Background: an optimization exercise with open tools, aiming at small area, a short achievable clock period and few clock cycles per item. Do not read the settings as production practice.
RTL that was checked went through simulation tests only; none was proved equivalent to the original.

==> flow/design.v <==
`timescale 1ns/1ps
`default_nettype none
module mul_top
(
  input  wire                          clk,
  input  wire                          rst_n,
  input  wire [5-1:0]    awaddr,
  input  wire                          awvalid,
  output logic                         awready,
  input  wire [31:0]                   wdata,
  input  wire                          wvalid,
  output logic                         wready,
  output logic                         bvalid,
  output logic [1:0]           bresp,
  input  wire                          bready,
  input  wire [5-1:0]    araddr,
  input  wire                          arvalid,
  output logic                         arready,
  output logic                         rvalid,
  output logic [31:0]                  rdata,
  output logic [1:0]           rresp,
  input  wire                          rready
);
  logic [31:0] x;           
  logic        xv;          
  logic [31:0] y;           
  logic        yv;          
  logic [32:0] s;           
  logic [32:0] c;           
  logic        cin;         
  logic [31:0] p_lo;        
  logic        pv;          
  logic [2:0]  da, db;      
  logic [33:0] y3;          
  logic        running;     
  logic        acc;         
  logic        hib;         
  logic        h16;         
  logic [2:0]  cnt;         
  logic        done;        
  logic [31:0] count;
  logic        bv;
  logic        berr;
  logic        rpend;
  logic        rerr;
  logic        sel_x, sel_y, sel_ctrl, sel_lo, sel_hi, sel_cnt;
  logic wr_en;
  logic wr_hit;
  logic start;
  logic x_we;
  logic y_we;
  assign awready = ~running & ~hib & ~bv;
  assign wready  = awready;
  assign wr_en   = awready & awvalid & wvalid;
  always_comb
  begin
    case (awaddr)
      5'h00,
      5'h04,
      5'h08,
      5'h0C,
      5'h10,
      5'h14: wr_hit = 1'b1;
      default:        wr_hit = 1'b0;
    endcase
  end
  assign x_we  = wr_en & (awaddr == 5'h00);
  assign y_we  = wr_en & (awaddr == 5'h04);
  assign start = wr_en & (awaddr == 5'h08) & wdata[0];
  assign bvalid = bv;
  assign bresp  = {berr, 1'b0};
  always_ff @(posedge clk or negedge rst_n)
  begin
    if (!rst_n)
    begin
      bv <= 1'b0;
      xv <= 1'b0;
      yv <= 1'b0;
    end
    else
    begin
      if (wr_en)
        bv <= 1'b1;
      else if (bready)
        bv <= 1'b0;
      if (x_we)
        xv <= 1'b1;
      if (y_we)
        yv <= 1'b1;
    end
  end
  always_ff @(posedge clk)
  begin
    if (wr_en)
      berr <= ~wr_hit;
    if (x_we)
      x <= wdata;
    if (y_we)
      y <= wdata;
  end
  logic rd_en;
  logic near_end;
  assign near_end = (cnt == 3'd5) | (cnt == 3'd6) | (cnt == 3'd7) | (cnt == 3'd0);
  assign arready  = ~rpend & (~running | near_end);
  assign rd_en    = arready & arvalid;
  assign rvalid   = rpend & ~(sel_lo & running & (cnt != 3'd0))
                          & ~(sel_hi & (running | hib))
                          & ~(sel_cnt & running);
  assign rresp    = {rerr, 1'b0};
  always_ff @(posedge clk or negedge rst_n)
  begin
    if (!rst_n)
      rpend <= 1'b0;
    else if (rd_en)
      rpend <= 1'b1;
    else if (rvalid & rready)
      rpend <= 1'b0;
  end
  always_ff @(posedge clk or negedge rst_n)
  begin
    if (!rst_n)
    begin
      sel_x    <= 1'b0;
      sel_y    <= 1'b0;
      sel_ctrl <= 1'b0;
      sel_lo   <= 1'b0;
      sel_hi   <= 1'b0;
      sel_cnt  <= 1'b0;
      rerr     <= 1'b0;
    end
    else if (rd_en)
    begin
      sel_x    <= (araddr == 5'h00) & xv;
      sel_y    <= (araddr == 5'h04) & yv;
      sel_ctrl <= (araddr == 5'h08);
      sel_lo   <= (araddr == 5'h0C) & pv;
      sel_hi   <= (araddr == 5'h10) & pv;
      sel_cnt  <= (araddr == 5'h14);
      rerr     <= ~((araddr == 5'h00) | (araddr == 5'h04) |
                    (araddr == 5'h08) | (araddr == 5'h0C) |
                    (araddr == 5'h10) | (araddr == 5'h14));
    end
  end
  assign rdata = ({32{sel_x}}   & x)
               | ({32{sel_y}}   & y)
               | ({32{sel_lo}}  & p_lo)
               | ({32{sel_hi}}  & s[31:0])
               | ({32{sel_cnt}} & count)
               | {30'd0, sel_ctrl & done, 1'b0};
  function automatic logic [36:0] maj3(input logic [36:0] a, input logic [36:0] b,
                                       input logic [36:0] d);
    maj3 = (a & b) | (a & d) | (b & d);
  endfunction
  logic        step;        
  logic        fin;         
  logic [32:0] s_in;
  logic [36:0] r0, r1, r2, r3;
  logic [36:0] a1, b1, a4, b4;
  logic [3:0]  dn;          
  logic [4:0]  low;
  logic [16:0] hi_lo;       
  logic [16:0] hi_hi;       
  assign step = start | (running & (cnt != 3'd0));
  assign fin  = running & (cnt == 3'd0);
  assign s_in = s & {33{acc}};
  assign dn   = x_we ? (wdata[3:0] & {4{yv}})
              : y_we ? (x[3:0] & {4{xv}})
              : (x[4*(cnt+3'd1) +: 4] & {4{xv & yv}});
  function automatic logic [2:0] onehot3(input logic [1:0] d);
    onehot3 = {d == 2'd3, d == 2'd2, d == 2'd1};
  endfunction
  always_ff @(posedge clk)
    y3 <= {1'b0, y, 1'b0} + {2'd0, y};
  always_comb
  begin
    r0 = {3'd0, ({34{da[0]}} & {2'd0, y}) | ({34{da[1]}} & {1'd0, y, 1'd0})
              | ({34{da[2]}} & y3)};
    r1 = {1'd0, ({34{db[0]}} & {2'd0, y}) | ({34{db[1]}} & {1'd0, y, 1'd0})
              | ({34{db[2]}} & y3), 2'd0};
    r2 = {4'd0, s_in};
    r3 = {4'd0, c};
    a1 = r0 ^ r1 ^ r2;
    b1 = maj3(r0, r1, r2) << 1;
    a4 = a1 ^ b1 ^ r3;
    b4 = maj3(a1, b1, r3) << 1;
    low    = {1'b0, a4[3:0]} + {1'b0, b4[3:0]} + {4'd0, cin};
    hi_lo  = {1'b0, s[15:0]} + {1'b0, c[15:0]} + {16'd0, cin};
    hi_hi  = s[32:16] + c[32:16] + {16'd0, h16};
  end
  always_ff @(posedge clk or negedge rst_n)
  begin
    if (!rst_n)
    begin
      running <= 1'b0;
      acc     <= 1'b0;
      hib     <= 1'b0;
      cnt     <= 3'd0;
      pv      <= 1'b0;
      done    <= 1'b0;
      da      <= 3'd0;
      db      <= 3'd0;
      count   <= '0;
    end
    else
    begin
      if (start)
        acc <= 1'b1;
      else if (cnt == 3'd7)
        acc <= 1'b0;
      if (start)
      begin
        running <= 1'b1;
        pv      <= 1'b1;
        done    <= 1'b1;
      end
      else if (fin)
        running <= 1'b0;
      hib <= fin;
      if (step)
        cnt <= cnt + 3'd1;
      if (x_we | y_we | step)
      begin
        da <= onehot3(dn[1:0]);
        db <= onehot3(dn[3:2]);
      end
      count <= count + {31'd0, fin};
      if (rvalid & rready & sel_ctrl)
        done <= 1'b0;
    end
  end
  always_ff @(posedge clk)
  begin
    c   <= step ? b4[36:4] : (c & {33{running}});
    cin <= step ? low[4] : (cin & running);
    h16 <= hi_lo[16];
    if (step)
    begin
      s    <= a4[36:4];
      p_lo <= {low[3:0], p_lo[31:4]};
    end
    else
    begin
      if (fin)
        s[15:0]  <= hi_lo[15:0];
      if (hib)
        s[32:16] <= hi_hi;
    end
  end
endmodule
`default_nettype wire
clock: 5.0 ns
lec_check: 0
abc_clock_period_in_ps: 2500
cap_margin: 20
core_margin: 2
core_utilization: 40
setup_slack_margin: 2.2
slew_margin: 20
standard.sh (not shown) runs the stock make flow with config.mk's settings and CLKGATE_MAP_FILE= SYNTH_SCRIPT=/design/flow/synth_recipe.tcl, a recipe that flattens the netlist after the stock synthesis.
==> flow/flow/run.sh <==
#!/bin/bash
# Standard ORFS layout (the standard.sh, standard synthesis unchanged),
# with two changes to how the layout is made: plain buf_2 cells as the port
# buffers, and clock tree synthesis without dummy loads.
# Each step's full output goes to its own log in this folder.
set -euo pipefail
export BUFFER_PORTS_ARGS="-buffer_cell sky130_fd_sc_hd__buf_2"
export CTS_ARGS="-sink_clustering_enable -repair_clock_nets -dont_use_dummy_load"
bash standard.sh synth > synth.log 2>&1
bash standard.sh floorplan > floorplan.log 2>&1
bash standard.sh place > place.log 2>&1
bash standard.sh cts > cts.log 2>&1
bash standard.sh route > route.log 2>&1
bash standard.sh finish > finish.log 2>&1
Edit:
--- a/flow/design.v
+++ b/flow/design.v
@@ -28,12 +28,11 @@
   logic [32:0] s;           
   logic [32:0] c;           
   logic        cin;         
   logic [31:0] p_lo;        
   logic        pv;          
-  logic [2:0]  da, db;      
-  logic [33:0] y3;          
+  logic [3:0]  dq;          
   logic        running;     
   logic        acc;         
   logic        hib;         
   logic        h16;         
   logic [2:0]  cnt;         
@@ -152,39 +151,34 @@
     maj3 = (a & b) | (a & d) | (b & d);
   endfunction
   logic        step;        
   logic        fin;         
   logic [32:0] s_in;
-  logic [36:0] r0, r1, r2, r3;
-  logic [36:0] a1, b1, a4, b4;
-  logic [3:0]  dn;          
+  logic [36:0] r0, r1, r2, r3, r4, r5;
+  logic [36:0] a1, b1, a2, b2, a3, b3, a4, b4;
   logic [4:0]  low;
   logic [16:0] hi_lo;       
   logic [16:0] hi_hi;       
   assign step = start | (running & (cnt != 3'd0));
   assign fin  = running & (cnt == 3'd0);
   assign s_in = s & {33{acc}};
-  assign dn   = x_we ? (wdata[3:0] & {4{yv}})
-              : y_we ? (x[3:0] & {4{xv}})
-              : (x[4*(cnt+3'd1) +: 4] & {4{xv & yv}});
-  function automatic logic [2:0] onehot3(input logic [1:0] d);
-    onehot3 = {d == 2'd3, d == 2'd2, d == 2'd1};
-  endfunction
-  always_ff @(posedge clk)
-    y3 <= {1'b0, y, 1'b0} + {2'd0, y};
   always_comb
   begin
-    r0 = {3'd0, ({34{da[0]}} & {2'd0, y}) | ({34{da[1]}} & {1'd0, y, 1'd0})
-              | ({34{da[2]}} & y3)};
-    r1 = {1'd0, ({34{db[0]}} & {2'd0, y}) | ({34{db[1]}} & {1'd0, y, 1'd0})
-              | ({34{db[2]}} & y3), 2'd0};
-    r2 = {4'd0, s_in};
-    r3 = {4'd0, c};
+    r0 = {5'd0, y & {32{dq[0]}}};
+    r1 = {4'd0, y & {32{dq[1]}}, 1'd0};
+    r2 = {3'd0, y & {32{dq[2]}}, 2'd0};
+    r3 = {2'd0, y & {32{dq[3]}}, 3'd0};
+    r4 = {4'd0, s_in};
+    r5 = {4'd0, c};
     a1 = r0 ^ r1 ^ r2;
     b1 = maj3(r0, r1, r2) << 1;
-    a4 = a1 ^ b1 ^ r3;
-    b4 = maj3(a1, b1, r3) << 1;
+    a2 = r3 ^ r4 ^ r5;
+    b2 = maj3(r3, r4, r5) << 1;
+    a3 = a1 ^ b1 ^ a2;
+    b3 = maj3(a1, b1, a2) << 1;
+    a4 = a3 ^ b3 ^ b2;
+    b4 = maj3(a3, b3, b2) << 1;
     low    = {1'b0, a4[3:0]} + {1'b0, b4[3:0]} + {4'd0, cin};
     hi_lo  = {1'b0, s[15:0]} + {1'b0, c[15:0]} + {16'd0, cin};
     hi_hi  = s[32:16] + c[32:16] + {16'd0, h16};
   end
   always_ff @(posedge clk or negedge rst_n)
@@ -195,12 +189,11 @@
       acc     <= 1'b0;
       hib     <= 1'b0;
       cnt     <= 3'd0;
       pv      <= 1'b0;
       done    <= 1'b0;
-      da      <= 3'd0;
-      db      <= 3'd0;
+      dq      <= 4'd0;
       count   <= '0;
     end
     else
     begin
       if (start)
@@ -216,15 +209,16 @@
       else if (fin)
         running <= 1'b0;
       hib <= fin;
       if (step)
         cnt <= cnt + 3'd1;
-      if (x_we | y_we | step)
-      begin
-        da <= onehot3(dn[1:0]);
-        db <= onehot3(dn[3:2]);
-      end
+      if (x_we)
+        dq <= wdata[3:0] & {4{yv}};
+      else if (y_we)
+        dq <= x[3:0] & {4{xv}};
+      else if (step)
+        dq <= x[4*(cnt+3'd1) +: 4] & {4{xv & yv}};
       count <= count + {31'd0, fin};
       if (rvalid & rready & sel_ctrl)
         done <= 1'b0;
     end
   end
=>
- cell area decreases by 7.0%
- critical path depth is higher by 3
- via count went down by about 11%
- die area fell by 6.0%
- worst setup slack is better by 0.12 ns
- non-clock buffer count fell by 13
- fmax rises by 4.3%
Testbench counts after the change, summed over its fixed seeds: cycles 48,000, ops 3,200.
No functional check of the RTL was part of the first run of this note.

re-timing with driven ports:
Ports are ideal in the flow. The routed layouts listed here were re-timed in OpenROAD.
Step 1: set_driving_cell puts a clkbuf_16 on clk and a buf_2 on each other input, an assumption about the parent block.
Step 2 adds t to the input delays and takes it off the output delays; t is the mean of the earliest and latest rising clock arrival at the registers after step 1. Input paths then give back, and output paths get back, about the clock's delay inside the block.
a / b / c = ideal ports / drivers / drivers and shift; a / b = the first two.
run | shift t [ns] | setup slack, ns | hold slack, ns | worst slew at a driven data input, ns
the first run | 0.599 | 2.032 / 1.980 / 1.793 | 0.459 / 0.459 / 0.459 | 0.05
the second run | 0.565 | 2.153 / 2.153 / 1.806 | 0.455 / 0.455 / 0.455 | 0.03
After both steps setup and hold are still met in every run listed. For the second run, which loses most, drivers alone change the setup slack by 0.000 ns; drivers and shift together by -0.347 ns.
